Context: an optimization exercise on an open-source flow, tuned for small area and a short achievable clock period. The choices shown serve that exercise and are no tape-out recipe. At most, simulation tests tie the RTL to the original design; equivalence was not proved. Power is estimated from default activity; no workload was simulated.

==> flow/design.v <==
package lc3b_types;
    typedef logic [16-1:0] lc3b_word;
    typedef logic [3-1:0] lc3b_reg;
    typedef enum logic [3:0] {
        op_br   = 4'b0000,
        op_add  = 4'b0001,
        op_ldb  = 4'b0010,
        op_stb  = 4'b0011,
        op_jsr  = 4'b0100,
        op_and  = 4'b0101,
        op_ldr  = 4'b0110,
        op_str  = 4'b0111,
        op_rti  = 4'b1000,
        op_not  = 4'b1001,
        op_ldi  = 4'b1010,
        op_sti  = 4'b1011,
        op_jmp  = 4'b1100,
        op_shf  = 4'b1101,
        op_lea  = 4'b1110,
        op_trap = 4'b1111
    } lc3b_opcode;
    typedef enum logic [2:0] {
        alu_add,
        alu_and,
        alu_not,
        alu_passa,
        alu_passb
    } lc3b_aluop;
    typedef struct packed {
        lc3b_opcode opcode;
        lc3b_aluop  aluop;
        logic       addr1mux_sel;
        logic [1:0] addr2mux_sel;
        logic       addr3mux_sel;
        logic       lshf;
        logic       br_op;
        logic       jsr_op;
        logic       trap_op;
        logic       jmp_op;
        logic       uncond_op;
        logic       sr2mux_sel;
        logic       storemux_sel;
        logic [1:0] wbmux_sel;
        logic       dest_mux_sel;
        logic       load_reg;
        logic       load_cc;
        logic       dcacheR;
        logic       dcacheW;
        logic       dcache_enable;
        logic       d_mem_byte_sel;
        logic       alu_result_mux_sel;
        logic       stb_op;
        logic       ldi_op;
        logic       ldb_op;
        lc3b_word   pc;
    } lc3b_control_word;
    typedef struct packed {
        lc3b_control_word ctrl;
        lc3b_word         ir;
        lc3b_word         sr1_val;
        lc3b_word         sr2_val;
        lc3b_reg          dest;
    } idex_t;
    typedef struct packed {
        logic       reg_we;
        lc3b_reg    dest;
        lc3b_word   value;
        logic [2:0] cc;
        logic       mem_rd;
        logic       mem_wr;
        logic       mem_byte;
        lc3b_word   mem_addr;
        lc3b_word   mem_wdata;
        logic       redirect;
        lc3b_word   target;
    } retire_t;
endpackage
module lc3b_decode_exec
(
    input  logic                   clk,
    input  logic                   rst_n,
    input  logic                   instr_valid,
    input  lc3b_types::lc3b_word   instr,
    input  lc3b_types::lc3b_word   pc,
    output logic                   retire_valid,
    output logic                   retire_reg_we,
    output logic [2:0]             retire_dest,
    output logic [15:0]            retire_value,
    output logic [2:0]             retire_cc,
    output logic                   retire_mem_rd,
    output logic                   retire_mem_wr,
    output logic                   retire_mem_byte,
    output logic [15:0]            retire_mem_addr,
    output logic [15:0]            retire_mem_wdata,
    output logic                   retire_redirect,
    output logic [15:0]            retire_target
);
    logic        ex_valid;
    logic [15:0] ir;
    logic [15:0] pc2;
    logic [7:0]  sel_a;      
    logic        byp_a;      
    logic [7:0]  sel_b;      
    logic        byp_b;
    logic        use_pc;     
    logic        c_st;       
    logic        i5, i6w, i6b, i8t, i9, i11;   
    logic        o_and, o_not, o_shf, o_st, o_stb, o_pc;   
    logic        r_valid;
    logic        r_we, r_rd, r_wr, r_byte, r_redirect;
    logic [2:0]  r_dest;
    logic        r_vsel;     
    logic [15:0] r_sum;
    logic [15:0] r_oth;
    logic [2:0]  cc_old;
    logic        cc_psum;    
    logic        cc_poth;    
    logic [15:0] rf [8];
    logic [7:0]  rf_ok;
    logic [15:0] r_value;
    assign r_value = r_vsel ? r_sum : r_oth;
    logic [7:0] wsel;
    always_comb
        for (int i = 0; i < 8; i++)
            wsel[i] = r_we && r_dest == i;
    always_ff @(posedge clk)
        for (int i = 0; i < 8; i++)
            if (wsel[i])
                rf[i] <= r_value;
    always_ff @(posedge clk or negedge rst_n)
        if (!rst_n)
            rf_ok <= '0;
        else
            rf_ok <= rf_ok | wsel;
    logic [3:0] d_op;
    logic       d_st, d_use_a, d_use_b, d_use_pc;
    logic [2:0] d_idx_b;
    logic       d_hit_a, d_hit_b;
    logic [7:0] ok_next;
    logic       x_we, x_vsel;
    logic [2:0] x_dest;
    assign d_op = instr[15:12];
    assign d_st = (d_op[1:0] == 2'b11) && (d_op[3:2] != 2'b11);
    assign d_use_a = !(d_op == 4'b0000 || d_op == 4'b1000 || d_op == 4'b1110 ||
                       d_op == 4'b1111 || (d_op == 4'b0100 && instr[11]));
    assign d_use_b = d_st || ((d_op == 4'b0001 || d_op == 4'b0101) && !instr[5]);
    assign d_idx_b = d_st ? instr[11:9] : instr[2:0];
    assign d_use_pc = d_op == 4'b0000 || d_op == 4'b1110 || (d_op == 4'b0100 && instr[11]);
    assign ok_next = rf_ok | wsel;
    assign d_hit_a = x_we && x_dest == instr[8:6];
    assign d_hit_b = x_we && x_dest == d_idx_b;
    always_ff @(posedge clk or negedge rst_n)
        if (!rst_n)
            ex_valid <= 1'b0;
        else
            ex_valid <= instr_valid;
    always_ff @(posedge clk)
    begin
        ir <= instr;
        pc2 <= {pc[15:1] + 15'd1, pc[0]};
        use_pc <= d_use_pc;
        c_st <= d_st;
        i5  <= (d_op == 4'b0001 || d_op == 4'b0101) && instr[5];
        i6w <= (d_op == 4'b0110 || d_op == 4'b1010 || d_op == 4'b0111 || d_op == 4'b1011);
        i6b <= (d_op == 4'b0010 || d_op == 4'b0011);
        i8t <= d_op == 4'b1111;
        i9  <= d_op == 4'b0000 || d_op == 4'b1110;
        i11 <= d_op == 4'b0100 && instr[11];
        o_and <= d_op == 4'b0101;
        o_not <= d_op == 4'b1001;
        o_shf <= d_op == 4'b1101;
        o_st  <= d_op == 4'b0111 || d_op == 4'b1011;
        o_stb <= d_op == 4'b0011;
        o_pc  <= d_op == 4'b0100 || d_op == 4'b1111;
        byp_a <= d_use_a && d_hit_a;
        byp_b <= d_use_b && d_hit_b;
        for (int i = 0; i < 8; i++)
        begin
            sel_a[i] <= d_use_a && ok_next[i] && instr[8:6] == i && !d_hit_a;
            sel_b[i] <= d_use_b && ok_next[i] && d_idx_b == i && !d_hit_b;
        end
    end
    logic [3:0] op;
    assign op = ir[15:12];
    logic is_br, is_add, is_ldb, is_stb, is_jsr, is_and, is_ldr, is_str;
    logic is_not, is_ldi, is_sti, is_jmp, is_shf, is_lea, is_trap;
    assign is_br   = op == 4'b0000;
    assign is_add  = op == 4'b0001;
    assign is_ldb  = op == 4'b0010;
    assign is_stb  = op == 4'b0011;
    assign is_jsr  = op == 4'b0100;
    assign is_and  = op == 4'b0101;
    assign is_ldr  = op == 4'b0110;
    assign is_str  = op == 4'b0111;
    assign is_not  = op == 4'b1001;
    assign is_ldi  = op == 4'b1010;
    assign is_sti  = op == 4'b1011;
    assign is_jmp  = op == 4'b1100;
    assign is_shf  = op == 4'b1101;
    assign is_lea  = op == 4'b1110;
    assign is_trap = op == 4'b1111;
    logic is_ld, is_st, is_byte, ld_cc, wr;
    assign is_ld   = is_ldr | is_ldi | is_ldb;
    assign is_st   = is_str | is_sti | is_stb;
    assign is_byte = is_ldb | is_stb;
    assign ld_cc   = is_add | is_and | is_not | is_shf | is_lea;
    assign wr      = ld_cc | is_jsr;
    assign x_we = ex_valid && wr;
    assign x_dest = is_jsr ? 3'd7 : ir[11:9];
    assign x_vsel = is_add | is_ld | is_lea;
    logic [15:0] a, b, base, imm, y;
    always_comb
    begin
        a = {16{byp_a}} & r_value;
        b = {16{byp_b}} & r_value;
        for (int i = 0; i < 8; i++)
        begin
            a = a | ({16{sel_a[i]}} & rf[i]);
            b = b | ({16{sel_b[i]}} & rf[i]);
        end
    end
    assign base = a | ({16{use_pc}} & pc2);
    assign imm = ({16{i5}}  & {{11{ir[4]}}, ir[4:0]}) |
                 ({16{i6b}} & {{10{ir[5]}}, ir[5:0]}) |
                 ({16{i6w}} & {{9{ir[5]}}, ir[5:0], 1'b0}) |
                 ({16{i8t}} & {7'b0, ir[7:0], 1'b0}) |
                 ({16{i9}}  & {{6{ir[8]}}, ir[8:0], 1'b0}) |
                 ({16{i11}} & {{4{ir[10]}}, ir[10:0], 1'b0});
    assign y = ({16{!c_st}} & b) | imm;
    logic [15:0] sum;
    assign sum = base + y;
    logic        shl;
    logic [15:0] sh_in, sh_out, shf;
    assign shl = !ir[4];
    always_comb
        for (int i = 0; i < 16; i++)
            sh_in[i] = shl ? a[15 - i] : a[i];
    assign sh_out = 16'($signed({ir[5] & ir[4] & a[15], sh_in}) >>> ir[3:0]);
    always_comb
        for (int i = 0; i < 16; i++)
            shf[i] = shl ? sh_out[15 - i] : sh_out[i];
    logic [15:0] other;
    assign other = ({16{o_and}} & a & y) |
                   ({16{o_not}} & ~a) |
                   ({16{o_shf}} & shf) |
                   ({16{o_st}} & b) |
                   ({16{o_stb}} & {b[7:0], b[7:0]}) |
                   ({16{o_pc}} & pc2);
    function automatic logic [2:0] nzp(input logic [15:0] v);
        nzp = {v[15], v == 16'd0, !v[15] && (v != 16'd0)};
    endfunction
    logic [2:0] cc_cur;
    assign cc_cur = ({3{!cc_psum && !cc_poth}} & cc_old) |
                    ({3{cc_psum}} & nzp(r_sum)) |
                    ({3{cc_poth}} & nzp(r_oth));
    always_ff @(posedge clk or negedge rst_n)
    begin
        if (!rst_n)
        begin
            r_valid <= 1'b0;
            r_we <= 1'b0;
            cc_old <= 3'b010;
            cc_psum <= 1'b0;
            cc_poth <= 1'b0;
        end
        else
        begin
            r_valid <= ex_valid;
            r_we <= x_we;
            cc_old <= cc_cur;
            cc_psum <= ex_valid & ld_cc & x_vsel;
            cc_poth <= ex_valid & ld_cc & !x_vsel;
        end
    end
    always_ff @(posedge clk)
    begin
        r_rd <= is_ld | is_trap;
        r_wr <= is_st;
        r_byte <= is_byte;
        r_redirect <= is_jmp | is_jsr | (is_br & |(ir[11:9] & cc_cur));
        r_dest <= (is_jsr | is_trap) ? 3'd7 : ir[11:9];
        r_vsel <= x_vsel;
        r_sum <= sum;
        r_oth <= other;
    end
    assign retire_valid = r_valid;
    assign retire_reg_we = r_we;
    assign retire_dest = r_dest;
    assign retire_value = r_value;
    assign retire_cc = cc_cur;
    assign retire_mem_rd = r_rd;
    assign retire_mem_wr = r_wr;
    assign retire_mem_byte = r_byte;
    assign retire_mem_addr = r_sum;
    assign retire_mem_wdata = r_oth;
    assign retire_redirect = r_redirect;
    assign retire_target = r_sum;
endmodule
export LEC_CHECK = 0
export CAP_MARGIN = 20
export CORE_MARGIN = 2
export CORE_UTILIZATION = 55
export CTS_BUF_LIST = sky130_fd_sc_hd__clkbuf_16
export CTS_CLUSTER_DIAMETER = 100
export CTS_CLUSTER_SIZE = 24
export SETUP_SLACK_MARGIN = 2.0
export SLEW_MARGIN = 20
create_clock -name core_clock -period 5.0 [get_ports {clk}]
standard.sh (not shown) runs the stock make flow with config.mk's settings and CLKGATE_MAP_FILE= SYNTH_SCRIPT=/design/flow/synth_recipe.tcl, a recipe that flattens the netlist after the stock synthesis.
==> flow/flow/run.sh <==
#!/bin/bash
# standard layout, with the port buffers made from the smallest buffer
cp standard.sh standard_sh.txt
export BUFFER_PORTS_ARGS="-buffer_cell sky130_fd_sc_hd__buf_1"
bash standard.sh > standard.log 2>&1
Edit:
--- a/flow/design.v
+++ b/flow/design.v
@@ -100,7 +100,9 @@
     logic [15:0] pc2;
     logic [7:0]  sel_a;      
-    logic        byp_a;      
+    logic        byps_a;     
+    logic        bypo_a;     
     logic [7:0]  sel_b;      
-    logic        byp_b;
+    logic        byps_b;
+    logic        bypo_b;
     logic        use_pc;     
     logic        c_st;       
@@ -173,6 +175,8 @@
         o_stb <= d_op == 4'b0011;
         o_pc  <= d_op == 4'b0100 || d_op == 4'b1111;
-        byp_a <= d_use_a && d_hit_a;
-        byp_b <= d_use_b && d_hit_b;
+        byps_a <= d_use_a && d_hit_a && x_vsel;
+        bypo_a <= d_use_a && d_hit_a && !x_vsel;
+        byps_b <= d_use_b && d_hit_b && x_vsel;
+        bypo_b <= d_use_b && d_hit_b && !x_vsel;
         for (int i = 0; i < 8; i++)
         begin
@@ -212,6 +216,6 @@
     always_comb
     begin
-        a = {16{byp_a}} & r_value;
-        b = {16{byp_b}} & r_value;
+        a = ({16{byps_a}} & r_sum) | ({16{bypo_a}} & r_oth);
+        b = ({16{byps_b}} & r_sum) | ({16{bypo_b}} & r_oth);
         for (int i = 0; i < 8; i++)
         begin
Effect: Routed wire length went up by 9.4%. Setup slack is worse by 170 ps. Sequential share of layout area came out higher by 0.40 points. Clock power stays flat. Total power fell by 1.1%.
Only the layout flow was run in the second run of this note; the RTL was not checked for function there.

## re-timing with driven ports
How much do the figures lean on ideal ports? The routed layouts below were timed once more, with nothing changed but the port constraints. Step 1, drivers: a clkbuf_16 drives clk and a buf_2 each remaining input, both assumed. Step 2 adds t to the input delays and takes it off the output delays; t is the mean of the earliest and latest rising clock arrival at the registers after step 1. Input paths then give back, and output paths get back, about the clock's delay inside the block. Slacks: no drivers / after step 1 / after step 2; pairs: no drivers / after step 1.
run | t (ns) | setup WS [ns] | worst hold slack (ns) | worst setup path at the end | worst data-port slew with drivers (ns)
the first run | 0.544 | 1.966 / 1.966 / 1.615 | 0.447 / 0.447 / 0.447 | input to register | 0.04
the second run | 0.564 | 1.793 / 1.793 / 1.601 | 0.441 / 0.441 / 0.441 | input to register | 0.04
After both steps setup and hold are still met in every run listed. The setup slack of the first run, which loses most, moves by 0.000 ns with the drivers and by -0.351 ns with both steps.
